Background: an optimization exercise with open tools, aiming at small area, a short achievable clock period and few clock cycles per item. Do not read the settings as production practice.
Only simulation tests tie the RTL to the original design; equivalence was not proved.
Power is estimated from default activity; no workload was simulated.

`flow/run.sh`:
```
#!/bin/bash
# synth_recipe.tcl (not shown) runs the flow's synth.tcl, then flattens the netlist and writes it again
# the make line also repeats each setting of config.mk as NAME=value (left out here)
make -C /OpenROAD-flow-scripts/flow DESIGN_CONFIG=/design/flow/config.mk WORK_HOME=/design/flow/orfs CLKGATE_MAP_FILE= SYNTH_SCRIPT=/design/flow/synth_recipe.tcl finish
```
`flow/config.mk`:
```
export PLATFORM = sky130hd
export DESIGN_NAME = priority_deque_with_wait_tracking
export DESIGN_NICKNAME = priority_deque_with_wait_tracking
export VERILOG_FILES = /design/flow/design.v
export SDC_FILE = /design/flow/constraint.sdc
export NUM_CORES = 4
export LEC_CHECK = 0
export CAP_MARGIN = 20
export CORE_MARGIN = 2
export CORE_UTILIZATION = 40
export CTS_CLUSTER_DIAMETER = 90
export CTS_CLUSTER_SIZE = 20
export SETUP_SLACK_MARGIN = 4.4
export SLEW_MARGIN = 20
export TNS_END_PERCENT = 5
```
`flow/constraint.sdc`:
```
create_clock -name core_clock -period 8.0 [get_ports {clk}]
set_input_delay 1.6000 -clock core_clock [delete_from_list [all_inputs] [get_ports {clk}]]
set_output_delay 1.6000 -clock core_clock [all_outputs]
set_load 0.01 [all_outputs]
```
`flow/design.v`:
```
`timescale 1ns / 1ps
`default_nettype none
package pdq_pkg;
  localparam int NUM_QUEUES  = 4;
  localparam int QUEUE_DEPTH = 16;
  localparam int MODE_W = 2;
  localparam int QSEL_W = 2;
  localparam int KEY_W  = 16;
  localparam int TIME_W = 32;
  localparam int STAT_W = 2;
  localparam int OCC_W  = 5;
  localparam int PTR_W     = 4;
  localparam int CNT_W     = 5;
  localparam int MEM_DEPTH = NUM_QUEUES * QUEUE_DEPTH;
  localparam int ENTRY_W   = KEY_W + TIME_W;
  localparam int RES_W     = STAT_W + KEY_W + TIME_W + TIME_W + OCC_W;
  localparam logic [MODE_W-1:0] MODE_TAIL = 2'd0;
  localparam logic [MODE_W-1:0] MODE_HEAD = 2'd1;
  localparam logic [MODE_W-1:0] MODE_POP  = 2'd2;
  localparam logic [STAT_W-1:0] STATUS_DONE  = 2'd0;
  localparam logic [STAT_W-1:0] STATUS_FULL  = 2'd1;
  localparam logic [STAT_W-1:0] STATUS_EMPTY = 2'd2;
endpackage
`default_nettype wire
`timescale 1ns / 1ps
`default_nettype none
module pdq_ram #(
  parameter int WIDTH = 48,
  parameter int DEPTH = 64
) (
  input  wire logic             clk,
  input  wire logic [DEPTH-1:0] wsel,     
  input  wire logic [WIDTH-1:0] wdata,
  input  wire logic [DEPTH-1:0] rsel,     
  output logic      [WIDTH-1:0] rdata
);
  logic [WIDTH-1:0] row [DEPTH];
  logic [WIDTH-1:0] term [DEPTH];
  genvar i;
  generate
    for (i = 0; i < DEPTH; i++) begin : g_row
      always_ff @(posedge clk) begin
        if (wsel[i]) row[i] <= wdata;
      end
      assign term[i] = rsel[i] ? row[i] : '0;
    end
  endgenerate
  always_comb begin
    rdata = '0;
    for (int k = 0; k < DEPTH; k++) rdata = rdata | term[k];
  end
endmodule
`default_nettype wire
`timescale 1ns / 1ps
`default_nettype none
module pdq_ctrl
(
  input  wire logic                      clk,
  input  wire logic                      rst,
  input  wire logic                      dep,       
  input  wire logic [pdq_pkg::RES_W-1:0] res,
  input  wire logic                      out_ready,
  output logic                           out_valid,
  output logic [pdq_pkg::RES_W-1:0]      out_res,
  output logic                           adv        
);
  logic                      k_v;
  logic [pdq_pkg::RES_W-1:0] k_res;
  logic                      take;
  assign take = out_valid & out_ready;
  logic ov_next, kv_next;
  always_comb begin
    if (take) begin
      ov_next = k_v | dep;
      kv_next = k_v & dep;
    end else begin
      ov_next = out_valid | dep;
      kv_next = k_v | (out_valid & dep);
    end
  end
  always_ff @(posedge clk) begin
    if (rst) begin
      out_valid <= 1'b0;
      k_v       <= 1'b0;
      adv       <= 1'b1;
    end else begin
      out_valid <= ov_next;
      k_v       <= kv_next;
      adv       <= !(ov_next & kv_next);
    end
  end
  always_ff @(posedge clk) begin
    if (take || !out_valid) out_res <= k_v ? k_res : res;
  end
  always_ff @(posedge clk) begin
    if (take || !k_v) k_res <= res;
  end
endmodule
`default_nettype wire
`timescale 1ns / 1ps
`default_nettype none
module pdq_dp
(
  input  wire logic                          clk,
  input  wire logic                          rst,
  input  wire logic                          adv,
  input  wire logic                          in_valid,
  input  wire logic [pdq_pkg::MODE_W-1:0]    mode,
  input  wire logic [pdq_pkg::QSEL_W-1:0]    queue_select,
  input  wire logic [pdq_pkg::KEY_W-1:0]     user_key,
  input  wire logic [pdq_pkg::TIME_W-1:0]    current_time,
  output logic                               dep,
  output logic [pdq_pkg::RES_W-1:0]          res
);
  localparam int NQ = pdq_pkg::NUM_QUEUES;
  localparam int QD = pdq_pkg::QUEUE_DEPTH;
  localparam int TW = pdq_pkg::TIME_W;
  localparam int KW = pdq_pkg::KEY_W;
  localparam int EW = pdq_pkg::ENTRY_W;
  logic [3:0] head  [NQ];
  logic [3:0] tail  [NQ];
  logic [4:0] count [NQ];
  logic [NQ-1:0] qsel;
  logic [NQ-1:0] full_q, empty_q, push_q, pop_q;
  logic          is_push, is_pop, full, empty, do_push, do_pop;
  logic [4:0]    cnt_nx_q [NQ];
  logic [4:0]    cnt_nx;
  logic [1:0]    st;
  assign is_push = !mode[1];
  assign is_pop  = (mode == pdq_pkg::MODE_POP);
  always_comb begin
    for (int j = 0; j < NQ; j++) begin
      qsel[j]     = (queue_select == j);
      full_q[j]   = count[j][4];
      empty_q[j]  = (count[j] == 5'd0);
      push_q[j]   = in_valid & qsel[j] & is_push & !full_q[j];
      pop_q[j]    = in_valid & qsel[j] & is_pop & !empty_q[j];
      cnt_nx_q[j] = is_push ? (full_q[j] ? count[j] : count[j] + 5'd1)
                            : (is_pop && !empty_q[j]) ? count[j] - 5'd1 : count[j];
    end
  end
  assign full    = full_q[queue_select];
  assign empty   = empty_q[queue_select];
  assign do_push = |push_q;
  assign do_pop  = |pop_q;
  assign cnt_nx  = cnt_nx_q[queue_select];
  always_comb begin
    st = pdq_pkg::STATUS_DONE;
    if (is_push && full)  st = pdq_pkg::STATUS_FULL;
    if (is_pop  && empty) st = pdq_pkg::STATUS_EMPTY;
  end
  always_ff @(posedge clk) begin
    if (rst) begin
      for (int j = 0; j < NQ; j++) begin
        head[j]  <= '0;
        tail[j]  <= '0;
        count[j] <= '0;
      end
    end else if (adv) begin
      for (int j = 0; j < NQ; j++) begin
        if (push_q[j] || pop_q[j]) count[j] <= cnt_nx_q[j];
        if (push_q[j] && mode[0])  head[j] <= head[j] - 4'd1;
        if (pop_q[j])              head[j] <= head[j] + 4'd1;
        if (push_q[j] && !mode[0]) tail[j] <= tail[j] + 4'd1;
      end
    end
  end
  logic [QD-1:0]    hdec [NQ];
  logic [QD-1:0]    tdec [NQ];
  logic [NQ*QD-1:0] rsel;
  logic [NQ*QD-1:0] wsel;
  always_comb begin
    for (int j = 0; j < NQ; j++)
      for (int i = 0; i < QD; i++) begin
        hdec[j][i] = (head[j] == i);
        tdec[j][i] = (tail[j] == i);
      end
    for (int j = 0; j < NQ; j++)
      for (int i = 0; i < QD; i++) begin
        rsel[j*QD+i] = hdec[j][i];
        wsel[j*QD+i] = adv & push_q[j] & (mode[0] ? hdec[j][(i+1)%QD] : tdec[j][i]);
      end
  end
  logic             a_v;
  logic [1:0]       a_q;
  logic             a_pop;
  logic [1:0]       a_st;
  logic [4:0]       a_occ;
  logic [TW-1:0]    a_time;
  logic [NQ*QD-1:0] a_rsel;
  always_ff @(posedge clk) begin
    if (rst)      a_v <= 1'b0;
    else if (adv) a_v <= in_valid;
  end
  always_ff @(posedge clk) begin
    if (adv) begin
      a_q    <= queue_select;
      a_pop  <= do_pop;
      a_st   <= st;
      a_occ  <= cnt_nx;
      a_time <= current_time;
      for (int j = 0; j < NQ; j++)
        for (int i = 0; i < QD; i++)
          a_rsel[j*QD+i] <= pop_q[j] & rsel[j*QD+i];
    end
  end
  logic [EW-1:0] rd_entry;
  pdq_ram #(
    .WIDTH (EW),
    .DEPTH (NQ*QD)
  ) u_ram (
    .clk   (clk),
    .wsel  (wsel),
    .wdata ({user_key, current_time}),
    .rsel  (a_rsel),
    .rdata (rd_entry)
  );
  logic          b_v;
  logic [1:0]    b_q;
  logic          b_pop;
  logic [1:0]    b_st;
  logic [4:0]    b_occ;
  logic [TW-1:0] b_time;
  logic [KW-1:0] b_key;
  logic [TW-1:0] b_stamp;
  always_ff @(posedge clk) begin
    if (rst)      b_v <= 1'b0;
    else if (adv) b_v <= a_v;
  end
  always_ff @(posedge clk) begin
    if (adv) begin
      b_q     <= a_q;
      b_pop   <= a_pop;
      b_st    <= a_st;
      b_occ   <= a_occ;
      b_time  <= a_time;
      b_key   <= rd_entry[EW-1:TW];
      b_stamp <= rd_entry[TW-1:0];
    end
  end
  logic [TW-1:0] w;
  pdq_sub u_sub (
    .a   (b_time),
    .b   (b_stamp),
    .d   (w)
  );
  logic          c_v;
  logic [1:0]    c_q;
  logic [1:0]    c_st;
  logic [4:0]    c_occ;
  logic [KW-1:0] c_key;
  logic [TW-1:0] c_w;
  logic [TW-1:0] c_lg;       
  logic [TW-1:0] longest [NQ];
  logic [TW-1:0] lg_nx;
  always_ff @(posedge clk) begin
    if (rst)      c_v <= 1'b0;
    else if (adv) c_v <= b_v;
  end
  always_ff @(posedge clk) begin
    if (adv) begin
      c_q   <= b_q;
      c_st  <= b_st;
      c_occ <= b_occ;
      c_key <= b_key;
      c_w   <= b_pop ? w : {TW{1'b0}};
      c_lg  <= (c_v && c_q == b_q) ? lg_nx : longest[b_q];
    end
  end
  logic gt;
  pdq_gt u_gt (
    .a  (c_w),
    .b  (c_lg),
    .gt (gt)
  );
  assign lg_nx = gt ? c_w : c_lg;
  always_ff @(posedge clk) begin
    if (rst) begin
      for (int j = 0; j < NQ; j++) longest[j] <= '0;
    end else if (adv && c_v) begin
      longest[c_q] <= lg_nx;
    end
  end
  assign dep = adv & c_v;
  assign res = {c_st, c_key, c_w, lg_nx, c_occ};
endmodule
module pdq_sub
(
  input  wire logic [31:0] a,
  input  wire logic [31:0] b,
  output logic      [31:0] d
);
  logic [32*6-1:0] g;
  logic [32*6-1:0] p;
  logic [31:0]     x;
  assign x        = a ^ ~b;
  assign g[31:0]  = {a[31:1] & ~b[31:1], a[0] | ~b[0]};
  assign p[31:0]  = {a[31:1] | ~b[31:1], 1'b0};
  genvar l, i;
  generate
    for (l = 0; l < 5; l++) begin : g_lvl
      for (i = 0; i < 32; i++) begin : g_bit
        if (((i >> l) & 1) == 1) begin : g_comb
          assign g[32*(l+1)+i] = g[32*l+i] | (p[32*l+i] & g[32*l+((i >> l) << l)-1]);
          assign p[32*(l+1)+i] = p[32*l+i] & p[32*l+((i >> l) << l)-1];
        end else begin : g_pass
          assign g[32*(l+1)+i] = g[32*l+i];
          assign p[32*(l+1)+i] = p[32*l+i];
        end
      end
    end
  endgenerate
  assign d = x ^ {g[32*5+30:32*5], 1'b1};
endmodule
module pdq_gt
(
  input  wire logic [31:0] a,
  input  wire logic [31:0] b,
  output logic             gt
);
  logic [31:0] g0, p0;
  logic [15:0] g1, p1;
  logic [7:0]  g2, p2;
  logic [3:0]  g3, p3;
  logic [1:0]  g4, p4;
  assign g0 = a & ~b;
  assign p0 = a | ~b;
  genvar k;
  generate
    for (k = 0; k < 16; k++) begin : g_l1
      assign g1[k] = g0[2*k+1] | (p0[2*k+1] & g0[2*k]);
      assign p1[k] = p0[2*k+1] & p0[2*k];
    end
    for (k = 0; k < 8; k++) begin : g_l2
      assign g2[k] = g1[2*k+1] | (p1[2*k+1] & g1[2*k]);
      assign p2[k] = p1[2*k+1] & p1[2*k];
    end
    for (k = 0; k < 4; k++) begin : g_l3
      assign g3[k] = g2[2*k+1] | (p2[2*k+1] & g2[2*k]);
      assign p3[k] = p2[2*k+1] & p2[2*k];
    end
    for (k = 0; k < 2; k++) begin : g_l4
      assign g4[k] = g3[2*k+1] | (p3[2*k+1] & g3[2*k]);
      assign p4[k] = p3[2*k+1] & p3[2*k];
    end
  endgenerate
  assign gt = g4[1] | (p4[1] & g4[0]);
endmodule
`default_nettype wire
`timescale 1ns / 1ps
`default_nettype none
module priority_deque_with_wait_tracking
(
  input  wire logic              clk,
  input  wire logic              rst,
  input  wire logic              in_valid,
  output logic                   in_ready,
  input  wire logic [pdq_pkg::MODE_W-1:0] mode,
  input  wire logic [pdq_pkg::QSEL_W-1:0] queue_select,
  input  wire logic [pdq_pkg::KEY_W-1:0]  user_key,
  input  wire logic [pdq_pkg::TIME_W-1:0] current_time,
  output logic                   out_valid,
  input  wire logic              out_ready,
  output logic [pdq_pkg::STAT_W-1:0]      status,
  output logic [pdq_pkg::KEY_W-1:0]       removed_key,
  output logic [pdq_pkg::TIME_W-1:0]      removed_wait,
  output logic [pdq_pkg::TIME_W-1:0]      max_wait,
  output logic [pdq_pkg::OCC_W-1:0]       occupancy
);
  logic                      adv;
  logic                      dep;
  logic [pdq_pkg::RES_W-1:0] res;
  logic [pdq_pkg::RES_W-1:0] out_res;
  assign in_ready = adv;
  pdq_dp u_dp (
    .clk          (clk),
    .rst          (rst),
    .adv          (adv),
    .in_valid     (in_valid),
    .mode         (mode),
    .queue_select (queue_select),
    .user_key     (user_key),
    .current_time (current_time),
    .dep          (dep),
    .res          (res)
  );
  pdq_ctrl u_ctrl (
    .clk       (clk),
    .rst       (rst),
    .dep       (dep),
    .res       (res),
    .out_ready (out_ready),
    .out_valid (out_valid),
    .out_res   (out_res),
    .adv       (adv)
  );
  assign {status, removed_key, removed_wait, max_wait, occupancy} = out_res;
endmodule
`default_nettype wire
```
==> key figures <==
Floorplan
  – Core area: between 300000 and 400000 um2
  – Floorplan die width: 590.1 um
  – Starting Density: 0.4012
  – Number of rows in the core area: ~220
  – Top-level I/O count: 145
  – Vert. Die Dim: 590.1 um
  – Full die area: 348200 um2

Cells and area
  – Area added between synthesis and finish: 13.06%
  – Commonest non-fill, non-tap cell in the layout: edfxtp_1
  – Fraction of final layout cells with drive strength greater than 1: 0.1296
  – Leading cell types in the layout, fill and taps excluded: edfxtp_1 (3659), a221oi_1 (771), a22o_1 (768)
  – Non-Filler Instances: 12.38k
  – Final nets: 7891

Yosys
  – Register area share after synthesis: 0.8084
  – Compound-cell area share of the yosys netlist: 0.1115
  – Portion of netlist area occupied by mux cells: 0.01699
  – Number of library cell types mapped by synthesis: 70
  – Post-synthesis share of cell area spent on and, or, nand and nor gates: 0.03060
  – Number of instances in the synthesized netlist: 7311
  – Number of storage elements in the synthesis netlist: 3719
  – Post-synth ARST share: 0
  – Largest family of logic cells by synthesized area: compound AO/OA/AOI/OAI gates
  – Post-synthesis share of cell area spent on xor and xnor gates: 0.004717
  – Synth Net Count: about 7.5k
  – Number of warnings issued by yosys: 11
  – Adder-Cell Fraction of Synth Area: 0.01095
  – Dominant register cell in the synthesized netlist: edfxtp_1
  – Average instance area after synthesis: between 15 and 20 um2
  – Post-synth EDFFs: 3659
  – Post-synth design cell area: between 100000 and 150000 um2

Worst setup path
  – Data arrival time of the critical path: around 4500 ps
  – Crit path top cell by count: buf_4
  – Crit Path Category: reg -> reg
  – Family with the most delay on the worst path: simple AND/OR/NAND/NOR gates
  – Chain of cells forming the critical path: buf_4 > buf_4 > a221oi_2 > nand4_1 > or4_1
  – Crit path buf inv count: 2
  – Slowest stage delay, CP: 1030 ps
  – Data required, critical path: approximately 8500 ps
  – Highest net fanout along the worst path: 29
  – Nature of the critical path endpoint: flip-flop
  – Crit path launch type: flip-flop
  – Critical Path Slowest Stage Cell: or4_1

Place
  – Weighted congestion reported at the end of routability-driven placement: 0.8962
  – Buffers added on ports: 144
  – Detailed Place HPWL: 286900 um
  – Cell Count Post-Placement: 11.87k

Timing
  – Unrepaired setup endpoints after global routing: true
  – Setup clock skew after layout: 111.9 ps
  – Count of final max-slew check failures: 0
  – Headroom to the max-slew limit: 0.1222
  – Peak Freq: approximately 250 MHz
  – Pin slew with the least headroom to its limit: 1317 ps
  – Tmin final: 4029 ps
  – Final setup vio count: 0
  – Final Hold Violating Endpoints: 0
  – Accumulated negative setup slack: 0 ps
  – Period utilization: 0.5037

Clocking
  – CTS tree: yes
  – Max H-tree Level: 4
  – Later-pin clock latency in the skew report: 1000 ps
  – Clock root buffer: clkbuf_16
  – Number of clock buffers inserted by TritonCTS: approximately 220
  – Largest buffer count on any clock path: 4
  – Clock-pin slew on the worst setup and hold paths: 90 ps
  – Sinks on Clock Net: 3719

Drt
  – Post-detailed-route wirelength per cell: 47.00 um
  – Antenna-violating nets left: 0
  – Post-route DRC: 0
  – First-iteration detailed-routing DRC count: a little over 20k
  – Vias after detailed routing: between 80k and 90k
  – Wirelength, routed: 582000 um
  – Avg Vias per Cell: 7.199
  – DRT Pass-1 Iters: 11

GRT
  – Number of global-route vias before repair: 79.58k
  – Pin count of the biggest net entering global routing: 80
  – Global-route wire length before repair: 748500 um
  – Total routing usage reported by global routing: 0.3228
  – Antenna violations before repair: between 70 and 80
  – Aggregate global routing overflow: 0

Status
  – Status: no timing/DRC/antenna violations

Power
  – Switching share of power: 0.2139
  – Ratio of total power to cell area: between 200 and 250 nW/um2
  – Maximum vdd drop: around 210 uV
  – Leak: 0.04987 uW
  – Combinational power share: 0.031
  – Share of power burned in the clock network: 0.333
  – Relative contribution of sequential cells to total power: 0.636
  – P_sw: 7291 uW
  – Internal power of the cells: approximately 27000 uW

Run
  – Max-cap viol count: 0

Worst hold path
  – Type of the tightest min-delay check: reg -> reg
==> registers in the layout, summed over array words and instances, names as in the netlist, 20 cells and up, named ones only <==
name / flops
u_dp.count: 20
u_dp.c_lg: 32
u_dp.b_time: 32
u_dp.b_stamp: 32
u_dp.c_w: 32
u_dp.longest: 128
u_dp.u_ram.row: 3072
u_dp.a_time: 32
u_dp.a_rsel: 64
u_ctrl.k_res: 87
u_ctrl.out_res: 87
==> path summary, 6_finish.rpt <==
check | startpoint | to | slack [ps] | depth (start not counted)
hold / removal | u_dp.b_key[15]$_DFFE_PP_ | u_dp.c_key[15]$_DFFE_PP_ | 420 | 0
setup reg to reg | u_dp.a_rsel[23]$_DFFE_PP_ | u_dp.b_stamp[12]$_DFFE_PP_ | 3970 | 5
setup / recovery | u_dp.a_rsel[23]$_DFFE_PP_ | u_dp.b_stamp[12]$_DFFE_PP_ | 3970 | 5
hold reg to reg | u_dp.b_key[15]$_DFFE_PP_ | u_dp.c_key[15]$_DFFE_PP_ | 420 | 0
==> synth_stat cells, types with 60 or more instances <==
cell type	n	area share
a221oi_1	774	0.049
a22o_1	768	0.049
buf_1	65	0.0018
clkbuf_1	332	0.0091
dfxtp_1	60	0.0087
edfxtp_1	3659	0.80
ha_1	103	0.0094
inv_1	198	0.0054
nand2_1	154	0.0042
nand4_1	202	0.0092
nor2_1	279	0.0076
o21ai_0	76	0.0028
==> power by group through the flow <==
stage	clock, uW	sequential, uW	combinational [uW]
final	11400	21700	1050
after floorplan	0	22100	380
after global placement	0	22100	972
after detailed placement	0	22100	994
after CTS	11300	21700	1020
after global routing	11900	21700	1100
==> final cells by class <==
class	instances	area, um2
Fill cell	28710	187100
Sequential cell	3719	111100
Multi-Input combinational cell	3019	25610
Timing Repair Buffer	574	6260
Tap cell	4557	5702
Clock buffer	234	5515
Inverter	198	745.7
Clock inverter	24	290.3
Antenna cell	58	145.1
==> through the flow <==
stage,utilization,setup WS (ps),instance area (um2),total power [uW],hold WS [ps]
2_1_floorplan,-,2892,137900,22470,400.3
5_1_grt,0.4533,4045,155200,34660,412.7
6_report,0.4536,3971,155400,34080,416.8
3_5_place_dp,0.4277,1947,146500,23120,404.5
4_1_cts,0.4511,3910,154500,34000,420.5
3_3_place_gp,0.4271,1835,146300,23090,400.6
==> cells by family (layout without fill, tap and decap cells) <==
logic type,count (synthesis),after routing
mux,145,145
compound gates,1817,1845
xor+xnor,74,74
buf+inv,601,1030
fa+ha+maj,119,119
simple gates,836,836
flops,3719,3719
other cells,0,58
==> timing repair <==
action | CTS | global route
setup buffers | 112 | 43
gates resized for setup | 96 | 40
hold buffers | 0 | 0
gates cloned | 33 | 3
endpoints found under the setup margin | 3437 | 3123
pin swaps | 40 | 7
==> layer usage <==
layer,track usage,part of all wire,vias to the layer above
met1,0.3964,0.32,45050
li1,-,-,31410
met4,0.2232,0.087,50
met5,0.005200,0.0014,-
met3,0.1371,0.18,2522
met2,0.4599,0.41,10120
Testbench counts, summed over its fixed seeds: cycles 16,032, items 16,000.

[static timing again, ports no longer ideal]
The flow's constraints put no driver on any port. The routed layout listed below was extracted and timed again, unchanged, in two steps. Step 1, drivers: a clkbuf_16 drives clk and a buf_2 each remaining input, both assumed. Step 2 adds t to the input delays and takes it off the output delays; t is the mean of the earliest and latest rising clock arrival at the registers after step 1. Input paths then give back, and output paths get back, about the clock's delay inside the block. Slacks: ideal / step 1 / step 2; pairs: ideal / step 1.
t, ns: 1.053
slack for setup (ns): 3.971 / 3.971 / 3.072
worst hold slack (ns): 0.417 / 0.417 / 0.417
worst setup path after step 2: input to register
worst register clock-pin slew, ns: 0.09 / 0.09
After both steps setup and hold are still met in this run. The setup slack of this run moves by 0.000 ns with the drivers and by -0.899 ns with both steps.
